This is an optimization exercise on Yosys and OpenROAD, whose aim is small area, not a production implementation.
The RTL of this run was laid out without a check of its function.

==> run.sh <==
#!/bin/bash
# synth_recipe.tcl (not shown) runs the flow's synth.tcl, then flattens the netlist and writes it again
# the make line also repeats each setting of config.mk as NAME=value (left out here)
make -C /OpenROAD-flow-scripts/flow DESIGN_CONFIG=/design/flow/config.mk WORK_HOME=/design/flow/orfs CLKGATE_MAP_FILE= SYNTH_SCRIPT=/design/flow/synth_recipe.tcl finish
==> config.mk <==
export PLATFORM = sky130hd
export DESIGN_NAME = random_map_writer
export DESIGN_NICKNAME = random_map_writer
export VERILOG_FILES = /design/flow/design.v
export SDC_FILE = /design/flow/constraint.sdc
export NUM_CORES = 4
export LEC_CHECK = 0
export CAP_MARGIN = 20
export CORE_MARGIN = 2
export CORE_UTILIZATION = 40
export SLEW_MARGIN = 20
==> constraint.sdc <==
create_clock -name core_clock -period 5.0 [get_ports {clk}]
set_input_delay 1.0000 -clock core_clock [delete_from_list [all_inputs] [get_ports {clk}]]
set_output_delay 1.0000 -clock core_clock [all_outputs]
set_load 0.01 [all_outputs]
==> design.v <==
`timescale 1ns/1ps
module random_map_writer (
    input  logic        clk,
    input  logic        rst,
    input  logic        start,
    input  logic [15:0] seed,
    input  logic [4:0]  density,
    input  logic [4:0]  rd_x,
    input  logic [4:0]  rd_y,
    output logic        rd_occ,
    output logic        busy,
    output logic        done,
    output logic [9:0]  occ_count
);
    logic [9:0]  idx;
    logic [15:0] lfsr;
    logic [4:0]  dcur, dprev;
    logic        start_accept, cell_bit, row_start, seed_zero;
    logic [15:0] cp0;
    logic [15:0] cp1;
    logic [15:0] cp2;
    logic [15:0] pend;   
    assign start_accept = !busy && !done && start;
    assign cell_bit     = dcur[4] || (lfsr[3:0] < dcur[3:0]);
    assign row_start    = (idx[4:0] == 5'd0) && (idx[7:5] == '0);
    assign seed_zero    = (seed == 16'h0000);
    always_ff @(posedge clk) begin
        if (rst) begin
            busy      <= 1'b0;
            done      <= 1'b0;
            idx       <= '0;
            dcur      <= '0;
            dprev     <= '0;
            occ_count <= '0;
        end else if (start_accept) begin
            busy      <= 1'b1;
            idx       <= '0;
            dprev     <= dcur;
            dcur      <= (density > 5'd16) ? 5'd16 : density;
            occ_count <= '0;
        end else if (busy) begin
            idx       <= idx + 1'b1;
            occ_count <= occ_count + 10'(cell_bit);
            if (idx == 10'd767) begin
                busy <= 1'b0;
                done <= 1'b1;
            end
        end else begin
            done <= 1'b0;
        end
    end
    always_ff @(posedge clk) begin
        if (busy)
            lfsr <= {lfsr[14:0], lfsr[15] ^ lfsr[13] ^ lfsr[12] ^ lfsr[10]};
        else
            lfsr <= seed | (seed_zero ? 16'hACE1 : 16'h0000);
    end
    logic [4:0] prow;
    logic [9:0] idxm1;
    assign idxm1 = idx - 1'b1;
    assign prow  = idxm1[9:5] / 5'd8;
    always_ff @(posedge clk) begin
        if (busy && row_start)
            pend <= lfsr;
        if ((busy && row_start) || done) begin
            case (prow)
                0: cp0 <= pend;
                1: cp1 <= pend;
                2: cp2 <= pend;
                default: ;
            endcase
        end
    end
    logic [9:0]  k;
    logic        valid, cur, use_pend;
    logic [4:0]  rrow, ohi;
    logic [15:0] base;
    assign k        = {rd_y, rd_x};
    assign valid    = !(rd_y[4] && rd_y[3]);
    assign cur      = k < idx;
    assign rrow     = rd_y / 5'd8;
    assign ohi      = rd_y % 5'd8;
    assign use_pend = cur && (rrow == prow);
    always_comb begin
        case (rrow)
            0: base = cp0;
            1: base = cp1;
            2: base = cp2;
            default: base = cp2;
        endcase
        if (use_pend) base = pend;
    end
    logic [15:0] v2_j, v2;
    assign v2_j[0] = base[0] ^ base[1] ^ base[2] ^ base[3] ^ base[4] ^ base[5] ^ base[9] ^ base[10] ^ base[11] ^ base[14];
    assign v2_j[1] = base[1] ^ base[2] ^ base[3] ^ base[4] ^ base[5] ^ base[6] ^ base[10] ^ base[11] ^ base[12] ^ base[15];
    assign v2_j[2] = base[0] ^ base[2] ^ base[3] ^ base[4] ^ base[5] ^ base[6] ^ base[7] ^ base[12] ^ base[14];
    assign v2_j[3] = base[1] ^ base[3] ^ base[4] ^ base[5] ^ base[6] ^ base[7] ^ base[8] ^ base[13] ^ base[15];
    assign v2_j[4] = base[0] ^ base[2] ^ base[4] ^ base[5] ^ base[6] ^ base[7] ^ base[8] ^ base[9] ^ base[11] ^ base[13];
    assign v2_j[5] = base[1] ^ base[3] ^ base[5] ^ base[6] ^ base[7] ^ base[8] ^ base[9] ^ base[10] ^ base[12] ^ base[14];
    assign v2_j[6] = base[2] ^ base[4] ^ base[6] ^ base[7] ^ base[8] ^ base[9] ^ base[10] ^ base[11] ^ base[13] ^ base[15];
    assign v2_j[7] = base[0] ^ base[3] ^ base[5] ^ base[7] ^ base[8] ^ base[9] ^ base[10] ^ base[12] ^ base[13];
    assign v2_j[8] = base[1] ^ base[4] ^ base[6] ^ base[8] ^ base[9] ^ base[10] ^ base[11] ^ base[13] ^ base[14];
    assign v2_j[9] = base[2] ^ base[5] ^ base[7] ^ base[9] ^ base[10] ^ base[11] ^ base[12] ^ base[14] ^ base[15];
    assign v2_j[10] = base[0] ^ base[3] ^ base[6] ^ base[8] ^ base[10] ^ base[12] ^ base[14] ^ base[15];
    assign v2_j[11] = base[0] ^ base[1] ^ base[4] ^ base[7] ^ base[9] ^ base[14] ^ base[15];
    assign v2_j[12] = base[0] ^ base[1] ^ base[2] ^ base[5] ^ base[8] ^ base[10] ^ base[11] ^ base[13] ^ base[14] ^ base[15];
    assign v2_j[13] = base[0] ^ base[1] ^ base[2] ^ base[3] ^ base[6] ^ base[9] ^ base[12] ^ base[13] ^ base[15];
    assign v2_j[14] = base[0] ^ base[1] ^ base[2] ^ base[3] ^ base[4] ^ base[7] ^ base[10] ^ base[11];
    assign v2_j[15] = base[1] ^ base[2] ^ base[3] ^ base[4] ^ base[5] ^ base[8] ^ base[11] ^ base[12];
    assign v2 = ohi[2] ? v2_j : base;
    logic [15:0] v1_j, v1;
    assign v1_j[0] = v2[0] ^ v2[1] ^ v2[3] ^ v2[4] ^ v2[5] ^ v2[10] ^ v2[13] ^ v2[15];
    assign v1_j[1] = v2[0] ^ v2[1] ^ v2[2] ^ v2[4] ^ v2[5] ^ v2[6] ^ v2[13];
    assign v1_j[2] = v2[1] ^ v2[2] ^ v2[3] ^ v2[5] ^ v2[6] ^ v2[7] ^ v2[14];
    assign v1_j[3] = v2[2] ^ v2[3] ^ v2[4] ^ v2[6] ^ v2[7] ^ v2[8] ^ v2[15];
    assign v1_j[4] = v2[0] ^ v2[3] ^ v2[4] ^ v2[5] ^ v2[7] ^ v2[8] ^ v2[9] ^ v2[11] ^ v2[13] ^ v2[14];
    assign v1_j[5] = v2[1] ^ v2[4] ^ v2[5] ^ v2[6] ^ v2[8] ^ v2[9] ^ v2[10] ^ v2[12] ^ v2[14] ^ v2[15];
    assign v1_j[6] = v2[0] ^ v2[2] ^ v2[5] ^ v2[6] ^ v2[7] ^ v2[9] ^ v2[10] ^ v2[14] ^ v2[15];
    assign v1_j[7] = v2[0] ^ v2[1] ^ v2[3] ^ v2[6] ^ v2[7] ^ v2[8] ^ v2[10] ^ v2[13] ^ v2[14] ^ v2[15];
    assign v1_j[8] = v2[0] ^ v2[1] ^ v2[2] ^ v2[4] ^ v2[7] ^ v2[8] ^ v2[9] ^ v2[13] ^ v2[15];
    assign v1_j[9] = v2[0] ^ v2[1] ^ v2[2] ^ v2[3] ^ v2[5] ^ v2[8] ^ v2[9] ^ v2[10] ^ v2[11] ^ v2[13];
    assign v1_j[10] = v2[1] ^ v2[2] ^ v2[3] ^ v2[4] ^ v2[6] ^ v2[9] ^ v2[10] ^ v2[11] ^ v2[12] ^ v2[14];
    assign v1_j[11] = v2[2] ^ v2[3] ^ v2[4] ^ v2[5] ^ v2[7] ^ v2[10] ^ v2[11] ^ v2[12] ^ v2[13] ^ v2[15];
    assign v1_j[12] = v2[0] ^ v2[3] ^ v2[4] ^ v2[5] ^ v2[6] ^ v2[8] ^ v2[12];
    assign v1_j[13] = v2[1] ^ v2[4] ^ v2[5] ^ v2[6] ^ v2[7] ^ v2[9] ^ v2[13];
    assign v1_j[14] = v2[2] ^ v2[5] ^ v2[6] ^ v2[7] ^ v2[8] ^ v2[10] ^ v2[14];
    assign v1_j[15] = v2[3] ^ v2[6] ^ v2[7] ^ v2[8] ^ v2[9] ^ v2[11] ^ v2[15];
    assign v1 = ohi[1] ? v1_j : v2;
    logic [15:0] v0_j, v0;
    assign v0_j[0] = v1[0] ^ v1[1] ^ v1[3] ^ v1[4] ^ v1[5] ^ v1[6] ^ v1[8] ^ v1[9] ^ v1[12];
    assign v0_j[1] = v1[1] ^ v1[2] ^ v1[4] ^ v1[5] ^ v1[6] ^ v1[7] ^ v1[9] ^ v1[10] ^ v1[13];
    assign v0_j[2] = v1[2] ^ v1[3] ^ v1[5] ^ v1[6] ^ v1[7] ^ v1[8] ^ v1[10] ^ v1[11] ^ v1[14];
    assign v0_j[3] = v1[3] ^ v1[4] ^ v1[6] ^ v1[7] ^ v1[8] ^ v1[9] ^ v1[11] ^ v1[12] ^ v1[15];
    assign v0_j[4] = v1[0] ^ v1[4] ^ v1[5] ^ v1[7] ^ v1[8] ^ v1[9] ^ v1[10] ^ v1[11] ^ v1[12] ^ v1[14];
    assign v0_j[5] = v1[1] ^ v1[5] ^ v1[6] ^ v1[8] ^ v1[9] ^ v1[10] ^ v1[11] ^ v1[12] ^ v1[13] ^ v1[15];
    assign v0_j[6] = v1[0] ^ v1[2] ^ v1[6] ^ v1[7] ^ v1[9] ^ v1[10] ^ v1[12];
    assign v0_j[7] = v1[1] ^ v1[3] ^ v1[7] ^ v1[8] ^ v1[10] ^ v1[11] ^ v1[13];
    assign v0_j[8] = v1[2] ^ v1[4] ^ v1[8] ^ v1[9] ^ v1[11] ^ v1[12] ^ v1[14];
    assign v0_j[9] = v1[3] ^ v1[5] ^ v1[9] ^ v1[10] ^ v1[12] ^ v1[13] ^ v1[15];
    assign v0_j[10] = v1[0] ^ v1[4] ^ v1[6] ^ v1[10];
    assign v0_j[11] = v1[1] ^ v1[5] ^ v1[7] ^ v1[11];
    assign v0_j[12] = v1[2] ^ v1[6] ^ v1[8] ^ v1[12];
    assign v0_j[13] = v1[3] ^ v1[7] ^ v1[9] ^ v1[13];
    assign v0_j[14] = v1[4] ^ v1[8] ^ v1[10] ^ v1[14];
    assign v0_j[15] = v1[5] ^ v1[9] ^ v1[11] ^ v1[15];
    assign v0 = ohi[0] ? v0_j : v1;
    logic [15:0] pv;
    logic [4:0]  pohi, px;
    logic        psel, pen;
    always_ff @(posedge clk) begin
        pv   <= v0;
        pohi <= ohi;
        px   <= rd_x;
        psel <= cur && !start_accept;
        pen  <= valid && !rst;
    end
    logic [34:0] wv;   
    assign wv[0] = pv[3];
    assign wv[1] = pv[2];
    assign wv[2] = pv[1];
    assign wv[3] = pv[0];
    assign wv[4] = pv[10] ^ pv[12] ^ pv[13] ^ pv[15];
    assign wv[5] = pv[9] ^ pv[11] ^ pv[12] ^ pv[14];
    assign wv[6] = pv[8] ^ pv[10] ^ pv[11] ^ pv[13];
    assign wv[7] = pv[7] ^ pv[9] ^ pv[10] ^ pv[12];
    assign wv[8] = pv[6] ^ pv[8] ^ pv[9] ^ pv[11];
    assign wv[9] = pv[5] ^ pv[7] ^ pv[8] ^ pv[10];
    assign wv[10] = pv[4] ^ pv[6] ^ pv[7] ^ pv[9];
    assign wv[11] = pv[3] ^ pv[5] ^ pv[6] ^ pv[8];
    assign wv[12] = pv[2] ^ pv[4] ^ pv[5] ^ pv[7];
    assign wv[13] = pv[1] ^ pv[3] ^ pv[4] ^ pv[6];
    assign wv[14] = pv[0] ^ pv[2] ^ pv[3] ^ pv[5];
    assign wv[15] = pv[1] ^ pv[2] ^ pv[4] ^ pv[10] ^ pv[12] ^ pv[13] ^ pv[15];
    assign wv[16] = pv[0] ^ pv[1] ^ pv[3] ^ pv[9] ^ pv[11] ^ pv[12] ^ pv[14];
    assign wv[17] = pv[0] ^ pv[2] ^ pv[8] ^ pv[11] ^ pv[12] ^ pv[15];
    assign wv[18] = pv[1] ^ pv[7] ^ pv[11] ^ pv[12] ^ pv[13] ^ pv[14] ^ pv[15];
    assign wv[19] = pv[0] ^ pv[6] ^ pv[10] ^ pv[11] ^ pv[12] ^ pv[13] ^ pv[14];
    assign wv[20] = pv[5] ^ pv[9] ^ pv[11] ^ pv[15];
    assign wv[21] = pv[4] ^ pv[8] ^ pv[10] ^ pv[14];
    assign wv[22] = pv[3] ^ pv[7] ^ pv[9] ^ pv[13];
    assign wv[23] = pv[2] ^ pv[6] ^ pv[8] ^ pv[12];
    assign wv[24] = pv[1] ^ pv[5] ^ pv[7] ^ pv[11];
    assign wv[25] = pv[0] ^ pv[4] ^ pv[6] ^ pv[10];
    assign wv[26] = pv[3] ^ pv[5] ^ pv[9] ^ pv[10] ^ pv[12] ^ pv[13] ^ pv[15];
    assign wv[27] = pv[2] ^ pv[4] ^ pv[8] ^ pv[9] ^ pv[11] ^ pv[12] ^ pv[14];
    assign wv[28] = pv[1] ^ pv[3] ^ pv[7] ^ pv[8] ^ pv[10] ^ pv[11] ^ pv[13];
    assign wv[29] = pv[0] ^ pv[2] ^ pv[6] ^ pv[7] ^ pv[9] ^ pv[10] ^ pv[12];
    assign wv[30] = pv[1] ^ pv[5] ^ pv[6] ^ pv[8] ^ pv[9] ^ pv[10] ^ pv[11] ^ pv[12] ^ pv[13] ^ pv[15];
    assign wv[31] = pv[0] ^ pv[4] ^ pv[5] ^ pv[7] ^ pv[8] ^ pv[9] ^ pv[10] ^ pv[11] ^ pv[12] ^ pv[14];
    assign wv[32] = pv[3] ^ pv[4] ^ pv[6] ^ pv[7] ^ pv[8] ^ pv[9] ^ pv[11] ^ pv[12] ^ pv[15];
    assign wv[33] = pv[2] ^ pv[3] ^ pv[5] ^ pv[6] ^ pv[7] ^ pv[8] ^ pv[10] ^ pv[11] ^ pv[14];
    assign wv[34] = pv[1] ^ pv[2] ^ pv[4] ^ pv[5] ^ pv[6] ^ pv[7] ^ pv[9] ^ pv[10] ^ pv[13];
    logic [34:0] ws;
    assign ws = wv >> px;
    logic [3:0] nib;
    assign nib = {ws[0], ws[1], ws[2], ws[3]};
    logic [4:0] pd;
    assign pd = psel ? dcur : dprev;
    assign rd_occ = pen && (pd[4] || (nib < pd[3:0]));
endmodule
==> results.txt <==
path summary, 6_finish.rpt:
| check | start | end |
|---|---|---|
| max | rd_y[3] | pv[2] |
| min | lfsr[14] | pend[14] |
| max reg2reg | idx[8] | pv[2] |
| min reg2reg | lfsr[14] | pend[14] |
report_power, final:
part,switching (W),internal [W]
Combinational,0.00478,0.00597
Clock,0.000579,0.000698
Sequential,0.000200,0.00134
sequential cells by signal (all words and copies together), names as in the netlist:
register / cells
occ_count: 10
cp1: 16
dcur: 5
busy: 1
psel: 1
cp2: 16
pen: 1
dprev: 5
px: 5
lfsr: 16
pv: 16
pend: 16
cp0: 16
idx: 10
done: 1
cells in the mapped netlist (4+ instances only):
cell type                  number  area share
sky130_fd_sc_hd__buf_6          4      0.0041
sky130_fd_sc_hd__nor4_1         5      0.0029
sky130_fd_sc_hd__a21oi_1       59       0.027
sky130_fd_sc_hd__nand3b_1       4      0.0028
sky130_fd_sc_hd__nand4_1        6      0.0035
sky130_fd_sc_hd__xor3_1         7       0.015
sky130_fd_sc_hd__buf_1          8      0.0028
sky130_fd_sc_hd__xnor2_1      200        0.16
sky130_fd_sc_hd__mux2i_2        4      0.0051
sky130_fd_sc_hd__nor3_1        12      0.0055
sky130_fd_sc_hd__xnor2_2        8       0.012
sky130_fd_sc_hd__clkbuf_1      40       0.014
sky130_fd_sc_hd__o211ai_1      14      0.0097
sky130_fd_sc_hd__a21o_1         4      0.0028
sky130_fd_sc_hd__mux2_2        20       0.021
sky130_fd_sc_hd__xor2_1       109       0.088
sky130_fd_sc_hd__nand2b_1       9      0.0052
sky130_fd_sc_hd__a211oi_1       9      0.0062
sky130_fd_sc_hd__nand3_1        8      0.0037
sky130_fd_sc_hd__dfxtp_1       71        0.13
sky130_fd_sc_hd__buf_4          6      0.0041
sky130_fd_sc_hd__o21a_1         5      0.0035
sky130_fd_sc_hd__xnor3_1       30       0.062
sky130_fd_sc_hd__inv_1         34       0.012
sky130_fd_sc_hd__and3_1         6      0.0035
sky130_fd_sc_hd__edfxtp_1      64        0.18
sky130_fd_sc_hd__mux4_2        16       0.033
sky130_fd_sc_hd__mux2i_1       36       0.033
sky130_fd_sc_hd__o21ai_0       19      0.0087
sky130_fd_sc_hd__nand2_1       69       0.024
sky130_fd_sc_hd__nor2_1        74       0.026
sky130_fd_sc_hd__mux2i_4        9       0.019
sky130_fd_sc_hd__ha_1          19       0.022
repair_timing:
| action | 4_1_cts | 5_1_grt |
|---|---|---|
| setup endpoints to repair | 17 | 17 |
| resized for setup | 78 | 87 |
| pin swaps | 62 | 47 |
| setup buffers | 56 | 25 |
| endpoints found under the hold margin | 0 | 0 |
| gates cloned | 1 | 0 |
cell families after synthesis:
family	share of synthesized area
XOR/XNOR	0.358
AND/OR/NAND/NOR	0.0860
flip-flops	0.307
AO/OA/AOI/OAI	0.0717
buffers and inverters	0.0383
multiplexers	0.117
adder cells (fa/ha/maj)	0.0219
through the flow:
step / instances / TNS [ns] / util
6_report: 1647 / -0.320 / 0.563
5_1_grt: 1647 / -1.74 / 0.563
4_1_cts: 1626 / -1.44 / 0.541
3_5_place_dp: 1539 / -14.36 / 0.489
3_3_place_gp: 1539 / -13.23 / 0.489
2_1_floorplan: 1036 / -2.69 / -
metal layers:
metal / routed length [um] / up-vias / track usage / share of wire
li1: - / 4028 / - / -
met3: 652 / 35 / 0.0241 / 0.022
met1: 13200 / 3998 / 0.268 / 0.45
met4: 572 / 0 / 0.0543 / 0.020
met2: 14900 / 127 / 0.364 / 0.51
met5: 0 / - / 0 / 0
final cells by class:
class,count,share of cell area
flip-flops and latches,135,0.222
multi-input cells,805,0.533
clock buffers,18,0.0298
inverters,35,0.00870
well taps,341,0.0283
repair buffers,299,0.169
clock inverters,14,0.00944
placed cells by master (no fill, tap or decap), types with 25 or more instances in the layout:
cell type	n
sky130_fd_sc_hd__a21oi_1	54
sky130_fd_sc_hd__buf_4	225
sky130_fd_sc_hd__clkdlybuf4s50_1	35
sky130_fd_sc_hd__dfxtp_1	65
sky130_fd_sc_hd__edfxtp_1	64
sky130_fd_sc_hd__inv_1	34
sky130_fd_sc_hd__mux2i_1	30
sky130_fd_sc_hd__nand2_1	65
sky130_fd_sc_hd__nor2_1	74
sky130_fd_sc_hd__xnor2_1	160
sky130_fd_sc_hd__xnor2_2	36
sky130_fd_sc_hd__xnor3_1	25
sky130_fd_sc_hd__xor2_1	88
worst max-delay path, stage by stage:
cell and delay [ns]:
sky130_fd_sc_hd__buf_12 0.11, sky130_fd_sc_hd__buf_12 0.14, sky130_fd_sc_hd__mux2_2 0.37, sky130_fd_sc_hd__mux2i_4 0.26, sky130_fd_sc_hd__xnor2_4 0.16, sky130_fd_sc_hd__xnor3_1 0.44, sky130_fd_sc_hd__buf_4 0.16, sky130_fd_sc_hd__xnor2_1 0.12
sky130_fd_sc_hd__mux4_2 0.57, sky130_fd_sc_hd__xor2_2 0.23, sky130_fd_sc_hd__xor2_1 0.18, sky130_fd_sc_hd__xnor3_2 0.31, sky130_fd_sc_hd__nand2b_4 0.19, sky130_fd_sc_hd__xor2_4 0.18, sky130_fd_sc_hd__xor3_2 0.49, sky130_fd_sc_hd__xnor3_1 0.34
sky130_fd_sc_hd__nand2_1 0.08, sky130_fd_sc_hd__xor2_1 0.14
==> impl_metrics.prom <==
# TYPE chip_impl_metric gauge
chip_impl_info{name="outcome",value="complete, but fails checks"} 1
chip_impl_info{name="failed_layout_checks",value="setup timing"} 1
chip_impl_metric{name="remaining_drc_errors",unit=""} 0
chip_impl_metric{name="finalHoldWorstSlack",unit="ns"} 0.431
chip_impl_metric{name="setup_viol",unit=""} 7
chip_impl_metric{name="synth_warnings",unit=""} 1
chip_impl_metric{name="cts.path.max_buffers",unit=""} 2
chip_impl_metric{name="detailedPlacementHpwl",unit="um"} 21300
chip_impl_metric{name="vias_after_detailed_routing",unit=""} 8188
chip_impl_metric{name="finalInstanceArea",unit="sq um"} 15100
chip_impl_metric{name="worst_slack_at_placement",unit="ns"} -1.05
chip_impl_metric{name="pin_count_of_the_biggest_net_entering_global_routing",unit=""} 35
chip_impl_metric{name="syn-mean-instance-area",unit="sq um"} 10.5
chip_impl_metric{name="synthDistinctLibCells",unit=""} 61
chip_impl_metric{name="cp_data_arrival_time",unit="ns"} 5.47
chip_impl_metric{name="power.ir.vdd_worst",unit="V"} 0.000669
chip_impl_metric{name="setup_slack_on_the_worst_flop_to_flop_path",unit="ns"} 0.28
chip_impl_info{name="cts_tree",value="built"} 1
chip_impl_metric{name="synth_enable_flop_cells",unit=""} 64
chip_impl_info{name="hp-class",value="reg -> reg"} 1
chip_impl_metric{name="multi_input_area",unit="sq um"} 8040
chip_impl_metric{name="post_synthesis_net_count",unit=""} 1089
chip_impl_metric{name="ys_ff_latch",unit=""} 135
chip_impl_metric{name="h-tree-depth",unit=""} 4
chip_impl_metric{name="clkSlewWorstSetupHoldPaths",unit="ns"} 0.07
chip_impl_metric{name="cellPowerDensity",unit="nW/um^2"} 898
chip_impl_metric{name="effective_utilization_at_floorplan",unit=""} 0.406
chip_impl_metric{name="n_fill_cell",unit=""} 2214
chip_impl_metric{name="timing.max_slew.rel_slack",unit=""} 0.452
chip_impl_metric{name="cts_hold_repair.buffers",unit=""} 0
chip_impl_metric{name="route.antenna.remaining_nets",unit=""} 0
chip_impl_metric{name="globalRoute.totalOverflow",unit=""} 0
chip_impl_metric{name="timing.critical_path.fanout_max",unit=""} 8
chip_impl_metric{name="seq_area",unit="sq um"} 3350
chip_impl_metric{name="tightest_slew",unit="ns"} 0.822
chip_impl_metric{name="synth.yosys.seq_area_share",unit=""} 0.307
chip_impl_metric{name="fin_crit",unit="ns"} 5.12
chip_impl_metric{name="num-nets-final",unit=""} 1346
chip_impl_metric{name="r2r_cells",unit=""} 21
chip_impl_metric{name="worstPathRequired",unit="ns"} 5.35
chip_impl_metric{name="grt_antenna_before_repair",unit=""} 0
chip_impl_metric{name="cts_sinks",unit=""} 135
chip_impl_metric{name="grt_pass1_vias",unit=""} 8436
chip_impl_metric{name="fmaxAchievable",unit="MHz"} 195
chip_impl_metric{name="drt_first_pass_iters",unit=""} 5
chip_impl_metric{name="insertedDiodeCount",unit=""} 0
chip_impl_metric{name="report.final.slew_viol_count",unit=""} 0
chip_impl_metric{name="cts_buffer_count",unit=""} 17
chip_impl_info{name="rsz0062_at_grt",value="true"} 1
chip_impl_metric{name="post_route_cells_drive_above_1_share",unit=""} 0.361
chip_impl_metric{name="leakage_power_summed_over_all_cells",unit="nW"} 6.16
chip_impl_metric{name="dr.first_iter.drc_count",unit=""} 391
chip_impl_metric{name="report.power.total",unit="W"} 0.0136
chip_impl_metric{name="avgRoutedWirePerCell",unit="um"} 17.8
chip_impl_metric{name="fin_skew",unit="ns"} 0.0169
chip_impl_metric{name="worstSkewPairLatency",unit="ns"} 0.44
chip_impl_metric{name="die-height",unit="um"} 169
chip_impl_metric{name="dieWidth",unit="um"} 169
chip_impl_metric{name="timing_hold_violations_final",unit=""} 0
chip_impl_metric{name="timing.max_cap.violations",unit=""} 0
chip_impl_metric{name="min_delay_path_depth",unit=""} 0
chip_impl_metric{name="routed_via_density",unit=""} 4.97
chip_impl_metric{name="routed_wirelength",unit="um"} 29300
chip_impl_metric{name="layout_setup_ws",unit="ns"} -0.119
chip_impl_metric{name="placement_rows",unit=""} 60
chip_impl_info{name="synth_ff_type",value="sky130_fd_sc_hd__dfxtp_1"} 1
chip_impl_metric{name="place.port_buffers",unit=""} 46
chip_impl_info{name="criticalPathCategory",value="in -> reg"} 1
chip_impl_metric{name="area.growth.synth_to_final",unit="%"} 38.9
chip_impl_metric{name="ys_async_sr_fraction",unit=""} 0
chip_impl_metric{name="fin_crit_sh",unit=""} 1.02
chip_impl_metric{name="netlist_area",unit="sq um"} 10900
chip_impl_metric{name="core_region_area",unit="sq um"} 26800
chip_impl_info{name="setup.worst_path.start_class",value="input pin"} 1
chip_impl_metric{name="die_area",unit="sq um"} 28500
chip_impl_metric{name="syn_inst",unit=""} 1036
chip_impl_metric{name="grt_total_usage",unit=""} 0.206
chip_impl_metric{name="number_of_top_level_pins",unit=""} 47
chip_impl_metric{name="grt_first_pass_wirelength",unit="um"} 45500
chip_impl_metric{name="rd_place_congestion",unit=""} 0.907
chip_impl_info{name="cts-root-buf",value="sky130_fd_sc_hd__clkbuf_16"} 1
chip_impl_metric{name="placedInstanceArea",unit="sq um"} 13100
chip_impl_info{name="critical_path.endpoint_type",value="flop"} 1

## what the ideal ports hide
How much do the figures lean on ideal ports? The routed layout below was timed once more, with nothing changed but the port constraints. Step 1 sets driving cells, clkbuf_16 on the clock port and buf_2 on the other inputs (assumed; they add their load-dependent delay and slew). Step 2 adds t to the input delays and takes it off the output delays; t is the mean of the earliest and latest rising clock arrival at the registers after step 1. Input paths then give back, and output paths get back, about the clock's delay inside the block. a / b / c = no drivers / after step 1 / after step 2; a / b = the first two.
shift t [ns]: 0.476
setup WS [ns]: -0.119 / -0.136 / -0.612
worst setup path at the end: input to register
latest minus earliest clock arrival (ns): 0.020 / 0.020
worst data-port slew with drivers (ns): 0.06
For this run, drivers alone change the setup slack by -0.017 ns; drivers and shift together by -0.493 ns.
